From an optimization exercise on the open Yosys and OpenROAD flow, aimed at small area; shortcuts taken in it are not production practice. The RTL was checked by simulation tests, not by an equivalence proof against the original design. No driver is modelled on the clock port, so clocking that relies on it looks cheaper here than on a real chip. Power and IR drop assume default switching activity.

build 67:
// conv_acc
module conv_acc
(
    input  logic        clk,
    input  logic        arst_n,
    input  logic        wb_cyc,
    input  logic        wb_stb,
    input  logic        wb_we,
    input  logic [1:0]  wb_adr,
    input  logic [31:0] wb_dat_i,
    output logic        wb_ack,
    output logic [31:0] wb_dat_o
);
export LEC_CHECK = 0
export CAP_MARGIN = 20
export CORE_MARGIN = 2
export CORE_UTILIZATION = 40
export CTS_BUF_LIST = sky130_fd_sc_hd__clkbuf_4
export CTS_CLUSTER_DIAMETER = 40
export CTS_CLUSTER_SIZE = 12
export SLEW_MARGIN = 20
create_clock -name core_clock -period 7.0 [get_ports {clk}]
standard.sh (not shown) runs the stock make flow with config.mk's settings and CLKGATE_MAP_FILE= SYNTH_SCRIPT=/design/flow/synth_recipe.tcl, a recipe that flattens the netlist after the stock synthesis.
==> flow/flow/run.sh <==
#!/bin/bash
# The standard layout (standard.sh) with these changes:
#  - synthesis maps adders without the Kogge-Stone carry map and skips the
#    early ABC pass inside yosys synth, so the explicit adder tree is
#    extracted into full/half adder cells as written;
#  - the final ABC mapping uses an area-oriented script (flow/area.abc);
#  - ports are buffered with the smallest buffer instead of a delay buffer.
# make's full output is in flow.log, each step's in orfs/logs.
set -uo pipefail
here=$PWD
export SYNTH_OPERATIONS_ARGS="-noabc"
export BUFFER_PORTS_ARGS="-buffer_cell sky130_fd_sc_hd__buf_1"
export FLOW_SYNTH_TCL=$here/synth_recipe.tcl
export MY_ABC_SCRIPT=$here/flow/area.abc
sed "s#SYNTH_SCRIPT=[^ ]*#SYNTH_SCRIPT=$here/flow/my_synth.tcl#" standard.sh > my_standard.sh
bash my_standard.sh > flow.log 2>&1
==> flow/flow/area.abc <==
&get -n
&st
&dch
&nf -R 1000
&put
==> flow/flow/my_synth.tcl <==
# Wraps the standard flow's synthesis script; only the final ABC mapping script changes
# (area-oriented &dch/&nf mapping of the combinational logic). Registers,
# their names and cell types are left exactly as the standard synthesis.
proc abc {args} {
  set i [lsearch -exact $args -script]
  if {$i >= 0} { lset args [expr {$i + 1}] $::env(MY_ABC_SCRIPT) }
  yosys abc {*}$args
}
source $::env(FLOW_SYNTH_TCL)
Build 67 | status: complete | timing, DRC, antenna: pass
## Diff of input files: build 46 against build 67
- CORE_UTILIZATION now 70, was 40
- CTS_CLUSTER_SIZE no longer set, was 12
- CTS_BUF_LIST no longer set, was sky130_fd_sc_hd__clkbuf_4
- CTS_CLUSTER_DIAMETER no longer set, was 40
diff --git a/flow/flow/run.sh b/flow/flow/run.sh
--- a/flow/flow/run.sh
+++ b/flow/flow/run.sh
@@ -7 +7,2 @@
-#  - ports are buffered with the smallest buffer instead of a delay buffer.
+#  - ports are buffered with the smallest buffer instead of a delay buffer;
+#  - clock tree: small clock buffers, small sink clusters, no dummy loads.
@@ -14,0 +16 @@
+export CTS_ARGS="-sink_clustering_enable -repair_clock_nets -dont_use_dummy_load -buf_list sky130_fd_sc_hd__clkbuf_4 -sink_clustering_size 12 -sink_clustering_max_diameter 40"
==> results.txt <==
Of build 46 and build 67, it is build 46 that has the lower register-to-register slack.
Minimum clock period after layout is higher on build 46
Build 46 ends up with lower area overhead of the layout relative to synthesis than build 67 does.
Compared with build 67, in build 46 insertion delay to the later sink of the worst-skew pair grew by 0.07 ns; worst slew margin relative to its limit shows an increase of 8.9 points.
Comparing build 67 with build 46, the biggest cell delay along the critical path came out essentially unchanged.
Build 67 → build 46: worst ir drop on vdd went up 140%; share of cell area taken by multi-input logic gates grew by 1.2 points.
Compared with build 67, in build 46 slew at the pin closest to its max-slew limit went down by 0.13 ns; combinational power went up by about 9%.
> inputs changed (build 46 -> build 45)
- putting GPL_TIMING_DRIVEN at 0 where nothing was set
- swapping 70 for 40 in CORE_UTILIZATION
==> results.txt <==
- The flow did not stop early for build 45: all stages ran, and the layout cleared the timing, DRC and antenna checks.
- Between build 46 and build 45, the internal power component does not differ in any meaningful way.
- Between build 46 and build 45, the flow reports clock buffer count increasing by a little under 10%.
- H-tree depth reported by CTS for build 45 is higher than for build 46.
- Across both runs, pin count of the biggest net entering global routing was lower for build 45 than for build 46.
- Compared with build 46, in build 45 amount of wire on met3 after detailed routing shrank by 350 um, clock power grew by 5.8%, final hold slack grew by 0.018 ns, maximum net fanout on the critical path grew by 2.
- For the final cycle utilization of the critical path, build 45 came in 0.23 points higher than build 46 did.
The inputs of build 20 differ from those of build 45 as listed below.
- putting CTS_BUF_LIST at sky130_fd_sc_hd__clkbuf_2 sky130_fd_sc_hd__clkbuf_4 where nothing was set
- putting CTS_CLUSTER_SIZE at 12 where nothing was set
- clearing GPL_TIMING_DRIVEN, which used to be 0
- putting CTS_CLUSTER_DIAMETER at 40 where nothing was set
diff --git a/flow/flow/run.sh b/flow/flow/run.sh
--- a/flow/flow/run.sh
+++ b/flow/flow/run.sh
@@ -7,2 +7 @@
-#  - ports are buffered with the smallest buffer instead of a delay buffer;
-#  - clock tree: small clock buffers, small sink clusters, no dummy loads.
+#  - ports are buffered with the smallest buffer instead of a delay buffer.
@@ -16 +14,0 @@
-export CTS_ARGS="-sink_clustering_enable -repair_clock_nets -dont_use_dummy_load -buf_list sky130_fd_sc_hd__clkbuf_4 -sink_clustering_size 12 -sink_clustering_max_diameter 40"
[summary]
- NOTE static power due to leakage build 45->build 20 decreased slightly
- Build 45 → build 20: combinational power share shrank by 2.3 points; number of logic stages on the critical path including buffering grew by 1.
- Looking only at power dissipated by switching net loads, and setting everything else aside, the lower value of build 45 and build 20 goes to build 45.
- Peak ir drop on the vdd network: build 20 vs build 45 down 9.1%

conv_acc, a different RTL version from the one above (not shown whole).
Size in the first run: roughly 280 flip-flops, ~72 I/O pins, ~0.012 sq mm of cells after synthesis.
## conv_acc
module conv_acc
(
    input  logic        clk,
    input  logic        arst_n,
    input  logic        wb_cyc,
    input  logic        wb_stb,
    input  logic        wb_we,
    input  logic [1:0]  wb_adr,
    input  logic [31:0] wb_dat_i,
    output logic        wb_ack,
    output logic [31:0] wb_dat_o
);
    logic        ack;
    logic        access;
    logic        wr_operand;
    logic        rd_result;
    logic        wr_clear;
    logic        push;
    logic        pop;
    logic        res_pop;
    logic        op_full;
    logic        op_empty_bus;
    logic        op_empty_pe;
    logic        res_empty;
    logic [3:0]  bus_lvl;
    logic [3:0]  credit;
    logic [1:0]  push_d;
    logic [4:0]  pop_d;
    logic [1:0]  rpop_d;
    logic [1:0]  pop_2;
    logic        push_2;
    logic        rpop_2;
    logic [2:0]  pe_lag;
    logic [2:0]  res_lag;
    logic        overflow;
    logic        underflow;
    logic        stat_q;
    logic        hit_q;
    logic [3:0]  count;
    logic [15:0] mem [16];
    logic [15:0] sel;
    logic [15:0] rdata;
    logic [15:0] result;
    assign access     = wb_cyc && wb_stb && !ack;
    assign wr_operand = access && wb_we && (wb_adr == 2'd0);
    assign rd_result  = access && !wb_we && (wb_adr == 2'd1);
    assign wr_clear   = access && wb_we && (wb_adr == 2'd3);
    assign pop_2   = {1'b0, pop_d[0]} + {1'b0, pop_d[1]};
    assign push_2  = push_d[0] | push_d[1];
    assign rpop_2  = rpop_d[0] | rpop_d[1];
    assign pe_lag  = {1'b0, pop_2} + {2'd0, push_2};
    assign res_lag = {1'b0, pop_2} + {2'd0, pop_d[2]} + {2'd0, pop_d[3]}
  ...
Settings: LEC_CHECK=0, CAP_MARGIN=20, CORE_MARGIN=2, CORE_UTILIZATION=70, SLEW_MARGIN=20; clock period 7.0 ns.
==> flow/flow/run.sh <==
#!/bin/bash
# The standard layout (standard.sh) with these changes:
#  - synthesis maps adders without the Kogge-Stone carry map and skips the
#    early ABC pass inside yosys synth, so the explicit adder tree is
#    extracted into full/half adder cells as written;
#  - the final ABC mapping uses an area-oriented script (flow/area.abc);
#  - ports are buffered with the smallest buffer instead of a delay buffer;
#  - clock tree: small clock buffers, small sink clusters, no dummy loads;
#  - the constant-zero outputs share one tie cell (from synthesis) instead of one each;
#  - no setup repair at floorplan (ideal clocks there), later stages still repair.
# make's full output is in flow.log, each step's in orfs/logs.
set -uo pipefail
here=$PWD
export SYNTH_OPERATIONS_ARGS="-noabc"
export BUFFER_PORTS_ARGS="-buffer_cell sky130_fd_sc_hd__buf_1"
export FLOW_SYNTH_TCL=$here/synth_recipe.tcl
export MY_ABC_SCRIPT=$here/flow/area.abc
export SKIP_REPAIR_TIE_FANOUT=1
export REMOVE_ABC_BUFFERS=1
export CTS_ARGS="-sink_clustering_enable -repair_clock_nets -dont_use_dummy_load -buf_list sky130_fd_sc_hd__clkbuf_4 -sink_clustering_size 11 -sink_clustering_max_diameter 38"
sed "s#SYNTH_SCRIPT=[^ ]*#SYNTH_SCRIPT=$here/flow/my_synth.tcl#" standard.sh > my_standard.sh
bash my_standard.sh > flow.log 2>&1
Scripts as last shown in full above: flow/flow/area.abc, flow/flow/my_synth.tcl
==> next run, changes <==
--- a/flow/flow/run.sh
+++ b/flow/flow/run.sh
@@ -19,3 +19,3 @@
 export REMOVE_ABC_BUFFERS=1
-export CTS_ARGS="-sink_clustering_enable -repair_clock_nets -dont_use_dummy_load -buf_list sky130_fd_sc_hd__clkbuf_4 -sink_clustering_size 11 -sink_clustering_max_diameter 38"
+export CTS_ARGS="-sink_clustering_enable -repair_clock_nets -dont_use_dummy_load -buf_list sky130_fd_sc_hd__clkbuf_4 -sink_clustering_size 10 -sink_clustering_max_diameter 35"
 sed "s#SYNTH_SCRIPT=[^ ]*#SYNTH_SCRIPT=$here/flow/my_synth.tcl#" standard.sh > my_standard.sh
- CORE_UTILIZATION: 70 -> 80
What happened:
- total power grows by a few percent
- sequential power hardly moves
- worst setup slack loses 36 ps
- critical path depth stays the same
- synthesized cell count does not change
- cell count shrinks by a few percent
- routed wire length rises by roughly a tenth
- cell area barely changes
- via count goes up by a little under a tenth
- register-to-register slack is worse by 130 ps
- core utilization climbs by 11 points
==> next run, changes <==
- CAP_MARGIN: 20 -> 5
- CORE_UTILIZATION: 80 -> 70
- SLEW_MARGIN: 20 -> 5
Effect:
- utilization shrinks by 11 points
- worst hold slack gets better by 34 ps
- routed wire length is lower by 11%
- sequential share of layout area is about the same
- design area stays flat
- setup slack improved by 3.5 ps
- fmax hardly moves
- combinational power drops by about 7%
==> next run, changes <==
- CAP_MARGIN: 5 -> 20
- SLEW_MARGIN: 5 -> 20
- TNS_END_PERCENT: unset -> 20
Outcome: The changed run finished clean; die area is unchanged; worst setup slack hardly moves; core utilization barely changes; worst hold slack stays flat; final cell count does not change; non-clock buffer count does not change.

Another version of the RTL of conv_acc (not shown whole).
Size: ~1400 cells after synthesis, roughly 290 flip-flops, roughly 15000 sq um of cells after synthesis.
Design conv_acc, start of the top module:
module conv_acc
(
    input  logic        clk,
    input  logic        arst_n,
    input  logic        wb_cyc,
    input  logic        wb_stb,
    input  logic        wb_we,
    input  logic [1:0]  wb_adr,
    input  logic [31:0] wb_dat_i,
    output logic        wb_ack,
    output logic [31:0] wb_dat_o
);
clock: 7.0 ns
lec_check: 0
abc_area: 1
cap_margin: 20
core_margin: 2
core_utilization: 40
cts_buf_list: sky130_fd_sc_hd__clkbuf_4
slew_margin: 20
run.sh (not shown) runs the stock make flow with config.mk's settings and CLKGATE_MAP_FILE= SYNTH_SCRIPT=/design/flow/synth_recipe.tcl, a recipe that flattens the netlist after the stock synthesis.
Stock flow here: none of the scripts above is used.
The starting point went through all stages and came out clean.
Then changed:
ABC_AREA = unset   (was 1)
CTS_BUF_LIST = unset   (was sky130_fd_sc_hd__clkbuf_4)
The changed run finished with timing, DRC and antenna clean.
Hold slack barely changes.
Global-route usage shrinks by 2.1 points.
Utilization grows by 0.95 points.
Wire length decreases by about a fifth.
Register-to-register slack degrades by 350 ps.
Critical path depth decreases by 1.
Final area decreases by a few percent.
Combinational power falls by a little under a tenth.

Setup of run A:
conv_acc, a different RTL version from the one above (not shown whole).
Size in the first run: about 900 cells after synthesis, roughly 280 flip-flops, roughly 72 I/O pins, ~14000 sq um of cells after synthesis.
Design conv_acc, start of the top module:
module conv_acc
(
    input  logic        clk,
    input  logic        arst_n,
    input  logic        wb_cyc,
    input  logic        wb_stb,
    input  logic        wb_we,
    input  logic [1:0]  wb_adr,
    input  logic [31:0] wb_dat_i,
    output logic        wb_ack,
    output logic [31:0] wb_dat_o
);
    logic        ack;
    logic        access;
    logic        wr_operand;
    logic        rd_result;
    logic        wr_clear;
    logic        push;
    logic        pop;
    logic        res_pop;
    logic        op_full;
    logic        op_empty_bus;
    logic        op_empty_pe;
    logic        res_empty;
    logic [3:0]  bus_lvl;
    logic [3:0]  credit;
    logic [1:0]  push_d;
    logic [4:0]  pop_d;
    logic [1:0]  rpop_d;
    logic [2:0]  pe_lag;
    logic [2:0]  res_lag;
    logic        overflow;
    logic        underflow;
    logic        stat_q;
    logic        hit_q;
    logic [3:0]  count;
    logic [15:0] mem [16];
    logic [15:0] sel;
    logic [15:0] rdata;
    logic [15:0] result;
    assign access     = wb_cyc && wb_stb && !ack;
    assign wr_operand = access && wb_we && (wb_adr == 2'd0);
    assign rd_result  = access && !wb_we && (wb_adr == 2'd1);
    assign wr_clear   = access && wb_we && (wb_adr == 2'd3);
    assign pe_lag  = {2'd0, push_d[0]} + {2'd0, push_d[1]}
                   + {2'd0, pop_d[0]} + {2'd0, pop_d[1]};
    assign res_lag = {2'd0, pop_d[0]} + {2'd0, pop_d[1]} + {2'd0, pop_d[2]}
                   + {2'd0, pop_d[3]} + {2'd0, pop_d[4]}
                   + {2'd0, rpop_d[0]} + {2'd0, rpop_d[1]};
    assign op_full      = bus_lvl[3];
    assign op_empty_bus = (bus_lvl == 4'd0);
  ...
export LEC_CHECK = 0
export CAP_MARGIN = 20
export CORE_MARGIN = 2
export CORE_UTILIZATION = 40
export CTS_BUF_LIST = sky130_fd_sc_hd__clkbuf_8
export CTS_CLUSTER_DIAMETER = 50
export CTS_CLUSTER_SIZE = 20
export SLEW_MARGIN = 20
create_clock -name core_clock -period 7.0 [get_ports {clk}]
standard.sh (not shown) runs the stock make flow with config.mk's settings and CLKGATE_MAP_FILE= SYNTH_SCRIPT=/design/flow/synth_recipe.tcl, a recipe that flattens the netlist after the stock synthesis.
==> flow/flow/run.sh <==
#!/bin/bash
set -uo pipefail
export SYNTH_OPERATIONS_ARGS="-noabc"
export BUFFER_PORTS_ARGS="-buffer_cell sky130_fd_sc_hd__buf_1"
bash standard.sh > flow.log 2>&1
Run A finished every stage and its layout cleared the timing, DRC and antenna checks.
[inputs] run B vs run A
Settings: CTS_CLUSTER_SIZE no longer set, was 20; CTS_CLUSTER_DIAMETER no longer set, was 50; CTS_BUF_LIST no longer set, was sky130_fd_sc_hd__clkbuf_8.
==> comparison <==
- Run B: no failed stages, no open violations at the end
- [compare] base=run A new=run B: maximum frequency shows an increase of 0.48%, overall die area now sits at about the same level, wire length essentially unchanged, required time reported for the critical path endpoint barely changed, least setup slack across all paths after layout up 0.029 ns.
- Run B vs. run A: overall power consumption increased by about 7% relative to the old numbers; clock buffer count grew by 16; final instance count without filler cells increased 6; ratio of final minimum period to clock period decreased 0.41 points.
- Lower portion of total power attributed to combinational logic was reported by run B, not run A.
Here is what was changed in the inputs of run C compared with run B.
Settings: CTS_CLUSTER_SIZE newly set to 12; CTS_BUF_LIST newly set to sky130_fd_sc_hd__clkbuf_4; CTS_CLUSTER_DIAMETER newly set to 40.
==> flow/flow/run.sh <==
#!/bin/bash
# The standard layout (standard.sh) with these changes:
#  - synthesis maps adders without the Kogge-Stone carry map and skips the
#    early ABC pass inside yosys synth, so the explicit adder tree is
#    extracted into full/half adder cells as written;
#  - the final ABC mapping uses an area-oriented script (flow/area.abc);
#  - ports are buffered with the smallest buffer instead of a delay buffer.
# make's full output is in flow.log, each step's in orfs/logs.
set -uo pipefail
here=$PWD
export SYNTH_OPERATIONS_ARGS="-noabc"
export BUFFER_PORTS_ARGS="-buffer_cell sky130_fd_sc_hd__buf_1"
export FLOW_SYNTH_TCL=$here/synth_recipe.tcl
export MY_ABC_SCRIPT=$here/flow/area.abc
sed "s#SYNTH_SCRIPT=[^ ]*#SYNTH_SCRIPT=$here/flow/my_synth.tcl#" standard.sh > my_standard.sh
bash my_standard.sh > flow.log 2>&1
==> flow/flow/area.abc (new file) <==
&get -n
&st
&dch
&nf -R 1000
&put
==> flow/flow/my_synth.tcl (new file) <==
# Wraps the standard flow's synthesis script; only the final ABC mapping script changes
# (area-oriented &dch/&nf mapping of the combinational logic). Registers,
# their names and cell types are left exactly as the standard synthesis.
proc abc {args} {
  set i [lsearch -exact $args -script]
  if {$i >= 0} { lset args [expr {$i + 1}] $::env(MY_ABC_SCRIPT) }
  yosys abc {*}$args
}
source $::env(FLOW_SYNTH_TCL)
==> results.txt <==
Deepest clock path buffer count essentially unchanged between run B and run C. On share of the synthesized area in compound gates (AO/OA/AOI/OAI): run C sits above run B. Run C vs run B — area growth from synthesis to layout rose 0.21 points. Maximum vdd drop for run C: about 50% down relative to run B. The standard cells in run C occupy less silicon area than those in run B do.
Edits applied to the flow inputs when going from run C to run D:
Settings: CTS_CLUSTER_DIAMETER changed from 40 to 50; CTS_BUF_LIST changed from sky130_fd_sc_hd__clkbuf_4 to sky130_fd_sc_hd__clkbuf_8; CTS_CLUSTER_SIZE changed from 12 to 14.
==> flow/flow/run.sh <==
#!/bin/bash
set -uo pipefail
export SYNTH_OPERATIONS_ARGS="-noabc"
export BUFFER_PORTS_ARGS="-buffer_cell sky130_fd_sc_hd__buf_1"
bash standard.sh > flow.log 2>&1
removed: flow/flow/area.abc
removed: flow/flow/my_synth.tcl
## What came out
- As far as sequential standard cell area is concerned, run D and run C perform about the same.
- [compare] base=run C new=run D: post-synthesis xor/xnor area fraction increased by 0.16 points relative to the old numbers, worst hold slack did not really move, placed cell count now sits higher.
- Run D — clock latency of the later-clocked register in the worst-skew pair 0.06 ns lower, run C as reference
- Run D ended up with wb_dat_o[3] as its end point of the critical path; run C ended up with mem[0][15]$_DFFE_PP_.
--- input diff run D..run E ---
Settings: a deleted CTS_CLUSTER_SIZE that had been 14; a deleted CTS_CLUSTER_DIAMETER that had been 50; a deleted CTS_BUF_LIST that had been sky130_fd_sc_hd__clkbuf_8.
==> flow/run.sh (new file) <==
#!/bin/bash
# synth_recipe.tcl (not shown) runs the flow's synth.tcl, then flattens the netlist and writes it again
# the make line also repeats each setting of config.mk as NAME=value (left out here)
make -C /OpenROAD-flow-scripts/flow DESIGN_CONFIG=/design/flow/config.mk WORK_HOME=/design/flow/orfs CLKGATE_MAP_FILE= SYNTH_SCRIPT=/design/flow/synth_recipe.tcl finish
removed: flow/flow/run.sh
removed: flow/standard.sh
==> comparison <==
- The lower cell-internal power of run D and run E is in run D.
- Summary — net switching share of the total power, run E relative to run D: lower, by 2.6 points.
- Run E has post-DP HPWL above what run D had.
- The lower layout inverter count without the clock tree came out of run D.
- [run E vs run D] minimum clock period after layout: higher in run E
- NOTE: mean area per synthesized cell in run E falls short of that of run D
- For first-pass GRT wire length, run E and run D come out practically identical.
- Status | run D and run E | clean

## static timing again, ports no longer ideal
How much do the figures lean on ideal ports? The routed layouts below were timed once more, with nothing changed but the port constraints. Step 1 assumes that a clkbuf_16 drives the clock port and a buf_2 every other input. Step 2, shift: input delay + t, output delay - t, t = (earliest + latest rising clock arrival at the registers) / 2. This alone moves slack from input paths to output paths. Slacks: ideal / step 1 / step 2; pairs: ideal / step 1.
run	t, ns	slack for setup (ns)	worst setup path at the end	worst register clock-pin slew, ns	cell pins on the clock port's net
build 67	0.669	0.347 / 0.361 / -0.308	input to register	0.12 / 0.12	1
build 46	0.710	0.225 / 0.246 / -0.464	input to register	0.12 / 0.12	1
build 45	0.631	0.209 / 0.227 / -0.404	input to register	0.12 / 0.12	1
build 20	0.669	0.347 / 0.361 / -0.308	input to register	0.12 / 0.12	1
the first run of note 2	0.623	0.218 / 0.195 / -0.393	input to register	0.12 / 0.12	1
the second run of note 2	0.627	0.182 / 0.151 / -0.424	input to register	0.11 / 0.11	1
the third run of note 2	0.615	0.186 / 0.198 / -0.417	input to register	0.10 / 0.10	1
the fourth run of note 2	0.617	0.188 / 0.200 / -0.417	input to register	0.10 / 0.10	1
the first run of note 3	0.722	1.047 / 1.066 / 0.345	input to register	0.07 / 0.07	1
the second run of note 3	0.591	0.734 / 0.764 / 0.172	input to register	0.06 / 0.06	1
run A	0.612	1.061 / 1.017 / 0.862	input to register	0.11 / 0.11	1
run B	0.585	1.089 / 1.042 / 0.849	input to register	0.06 / 0.06	1
run C	0.667	1.106 / 1.118 / 0.451	input to register	0.12 / 0.12	1
run D	0.609	1.052 / 1.009 / 0.856	input to register	0.09 / 0.09	1
run E	0.581	0.874 / 0.826 / 0.824	input to register	0.07 / 0.07	1
Met with ideal ports but missed after step 2: setup timing in 8 of these runs. For the first run of note 3, which loses most, drivers alone change the setup slack by +0.019 ns; drivers and shift together by -0.702 ns.
